This is an optimization exercise on Yosys and OpenROAD, whose aim is small area, not a production implementation. In this exercise RTL edits were held to simulation tests only and were not proved equivalent to the original. Power is estimated from default activity; no workload was simulated.

==> run a: inputs <==
Design i2c_slave_regfile, start of the top module:
module i2c_slave_regfile #(
  parameter logic [6:0] DEV_ADDR = 7'h39,
  parameter logic [7:0] RST_VAL  = 8'h00
) (
  input  logic       clk,
  input  logic       reset,
  input  logic       scl_in,
  input  logic       sda_in,
  output logic       sda_oen,
  output logic       wr_strobe,
  output logic [7:0] wr_addr,
  output logic [7:0] wr_data,
  input  logic [7:0] host_addr,
  output logic [7:0] host_data,
  output logic       busy
);
  localparam logic [2:0] S_IDLE = 3'd0;
  localparam logic [2:0] S_ADDR = 3'd1;
  localparam logic [2:0] S_REG  = 3'd2;
  localparam logic [2:0] S_WR   = 3'd3;
  localparam logic [2:0] S_RD   = 3'd4;
  localparam logic [2:0] S_RDA  = 3'd5;
  localparam logic [2:0] S_IGN  = 3'd6;
  logic       scl_p0, scl_p1, scl_p2;
  logic       sda_p0, sda_p1, sda_p2;
  logic [2:0] state;
  logic [2:0] bit_cnt;
  logic [6:0] shift;      
  logic [7:0] ptr;
  logic       ack_ph;     
  logic       ack_seen;   
  logic       ack_go;     
  logic       scl_rise, scl_fall, start_cond, stop_cond, active, reading, mem_we;
  logic [7:0] rx_byte;
  logic       tx_bit;
  always_ff @(posedge clk) begin
    if (reset) begin
      scl_p0 <= 1'b1; scl_p1 <= 1'b1; scl_p2 <= 1'b1;
      sda_p0 <= 1'b1; sda_p1 <= 1'b1; sda_p2 <= 1'b1;
    end else begin
  ...
export LEC_CHECK = 0
export CAP_MARGIN = 20
export CORE_MARGIN = 2
export CORE_UTILIZATION = 40
export CTS_CLUSTER_DIAMETER = 100
export CTS_CLUSTER_SIZE = 20
export SLEW_MARGIN = 20
export SYNTH_HIERARCHICAL = 1
create_clock -name core_clock -period 10.0 [get_ports {clk}]
run.sh (not shown) runs the stock make flow with config.mk's settings and CLKGATE_MAP_FILE= SYNTH_SCRIPT=/design/flow/synth_recipe.tcl, a recipe that flattens the netlist after the stock synthesis.
==> run b: changes against run a <==
--- a/flow/design.v
+++ b/flow/design.v
@@ -142,74 +142,55 @@
       p_hi_n[i] = (ptr[7:4] != 4'(i));
       w_lo_n[i] = !(reset || !p_lo_n[i]);
       w_hi_n[i] = !(reset || (mem_we && !p_hi_n[i]));
     end
   end
   for (genvar i = 0; i < 256; i++) begin : g_dec
     i2c_rf_nor2 u_w (.a(w_hi_n[i/16]), .b(w_lo_n[i%16]), .y(row_en[i]));
   end
-  logic [7:0]  hg_lo_n, hg_hi_n, pg_lo_n, pg_hi_n;
-  logic [63:0] h_sel, p_sel;
-  always_comb begin
-    for (int i = 0; i < 8; i++) begin
-      hg_lo_n[i] = (host_addr[4:2] != 3'(i));
-      hg_hi_n[i] = (host_addr[7:5] != 3'(i));
-      pg_lo_n[i] = (ptr[4:2] != 3'(i));
-      pg_hi_n[i] = (ptr[7:5] != 3'(i));
-    end
-  end
-  for (genvar g = 0; g < 64; g++) begin : g_gdec
-    i2c_rf_nor2 u_h (.a(hg_hi_n[g/8]), .b(hg_lo_n[g%8]), .y(h_sel[g]));
-    i2c_rf_nor2 u_p (.a(pg_hi_n[g/8]), .b(pg_lo_n[g%8]), .y(p_sel[g]));
-  end
   assign wdata = reset ? RST_VAL : rx_byte;
   for (genvar i = 0; i < 256; i++) begin : g_row
     always_ff @(posedge clk) begin
       if (row_en[i]) mem[i] <= wdata;
     end
   end
   logic [7:0] h_rd, p_rd;
   for (genvar b = 0; b < 8; b++) begin : g_bit
     logic [255:0] col;
     for (genvar i = 0; i < 256; i++) begin : g_c
       assign col[i] = mem[i][b];
     end
-    i2c_rf_rd256 u_h (.d(col), .a(host_addr[1:0]), .s(h_sel), .y(h_rd[b]));
-    i2c_rf_rd256 u_p (.d(col), .a(ptr[1:0]), .s(p_sel), .y(p_rd[b]));
+    i2c_rf_mux256 u_h (.d(col), .a(host_addr), .y(h_rd[b]));
+    i2c_rf_mux256 u_p (.d(col), .a(ptr), .y(p_rd[b]));
   end
   assign tx_bit = p_rd[~bit_cnt];
   always_ff @(posedge clk) begin
     if (reset) host_data <= RST_VAL;
     else       host_data <= h_rd;
   end
 endmodule
-module i2c_rf_rd256 (
+module i2c_rf_mux256 (
   input  logic [255:0] d,
-  input  logic [1:0]   a,
-  input  logic [63:0]  s,
+  input  logic [7:0]   a,
   output logic         y
 );
-  logic [63:0] g;
-  logic [21:0] t_n;
-  for (genvar k = 0; k < 64; k++) begin : g_m
-    i2c_rf_mux4 u (.d(d[4*k +: 4]), .s(a), .y(g[k]));
-  end
-  for (genvar k = 0; k < 21; k++) begin : g_t
-    i2c_rf_aoi222 u (.a1(g[3*k]), .a2(s[3*k]), .b1(g[3*k+1]), .b2(s[3*k+1]),
-                     .c1(g[3*k+2]), .c2(s[3*k+2]), .y(t_n[k]));
-  end
-  assign t_n[21] = ~(g[63] & s[63]);
-  assign y = ~&t_n;
-endmodule
-module i2c_rf_aoi222 (
-  input  logic a1, a2, b1, b2, c1, c2,
-  output logic y
-);
-  assign y = ~((a1 & a2) | (b1 & b2) | (c1 & c2));
+  logic [63:0] l1;
+  logic [15:0] l2;
+  logic [3:0]  l3;
+  for (genvar k = 0; k < 64; k++) begin : g_l1
+    i2c_rf_mux4 u (.d(d[4*k +: 4]), .s(a[1:0]), .y(l1[k]));
+  end
+  for (genvar k = 0; k < 16; k++) begin : g_l2
+    i2c_rf_mux4 u (.d(l1[4*k +: 4]), .s(a[3:2]), .y(l2[k]));
+  end
+  for (genvar k = 0; k < 4; k++) begin : g_l3
+    i2c_rf_mux4 u (.d(l2[4*k +: 4]), .s(a[5:4]), .y(l3[k]));
+  end
+  i2c_rf_mux4 u_l4 (.d(l3), .s(a[7:6]), .y(y));
 endmodule
 module i2c_rf_mux4 (
   input  logic [3:0] d,
   input  logic [1:0] s,
   output logic       y
 );
   assign y = d[s];
 endmodule
- CTS_CLUSTER_SIZE: 20 -> 25
==> qor summary <==
|  | run b | run a |
|---|---|---|
| Share of final layout cell area taken by clock buffers and inverters | 2.74% | 3.28% |
| Number of cell rows | 179 | 177 |
| Initial Util | 40.3% | 40.2% |
| Run status | timing/DRC/antenna clean | timing/DRC/antenna clean |
| Setup CP Type | reg2reg | in2reg |
| Global-route met2 utilization | 36.5% | 38.0% |
| Slew at the pin closest to its max-slew limit | 1.21 ns | 1.24 ns |
| Worst slack at placement | 3.82 ns | 3.27 ns |
| First DRT Iteration DRCs | 6124 | 8702 |
| Clk_skew | 0.0635 ns | 0.0484 ns |
| Slack of the worst reg-to-reg path | 4.46 ns | 3.81 ns |
| Sequential cell area | 0.0626 mm² | 0.0626 mm² |
| Die Ht | 493 µm | 487 µm |
| Number of placed cells counting well taps | 7328 | 7498 |
| Comb_multi_in | 1867 | 2174 |
| Slack of the critical path | 4.46 ns | 3.63 ns |
| Clock latency on the worst-skew pair | 0.80 ns | 0.81 ns |
| Minimum clock period after layout | 5.54 ns | 6.37 ns |
| Internal power of the cells | 12600 µW | 12800 µW |
| Net count of the mapped netlist | 4019 | 4337 |
| Clk power | 4730 µW | 5150 µW |
| Post-Route Hold Slack | 0.439 ns | 0.430 ns |
| Initial antenna violation count | 16 | 8 |
| M1 WL | 109000 µm | 108000 µm |

[static timing again, ports no longer ideal]
In the flow no input, the clock included, has a driving cell. The finished layouts below were timed again as built, in two steps.
Step 1 (the two cells are an assumption about what drives the block):
set clk [get_ports {clk}]
set_driving_cell -lib_cell sky130_fd_sc_hd__clkbuf_16 $clk
set_driving_cell -lib_cell sky130_fd_sc_hd__buf_2 [delete_from_list [all_inputs] $clk]
Step 2 also shifts input and output timing later by t, the mid clock arrival at the registers, as if the neighbouring blocks saw the same clock.
a / b / c = no drivers / after step 1 / after step 2; a / b = the first two.
| run | t, ns | slack for setup (ns) | worst register clock-pin slew, ns |
|---|---|---|---|
| run a | 0.885 | 3.629 / 3.692 / 2.807 | 0.09 / 0.09 |
| run b | 0.856 | 4.459 / 4.459 / 3.781 | 0.11 / 0.11 |
After both steps setup and hold are still met in every run listed. For run a, which loses most, drivers alone change the setup slack by +0.063 ns; drivers and shift together by -0.822 ns.
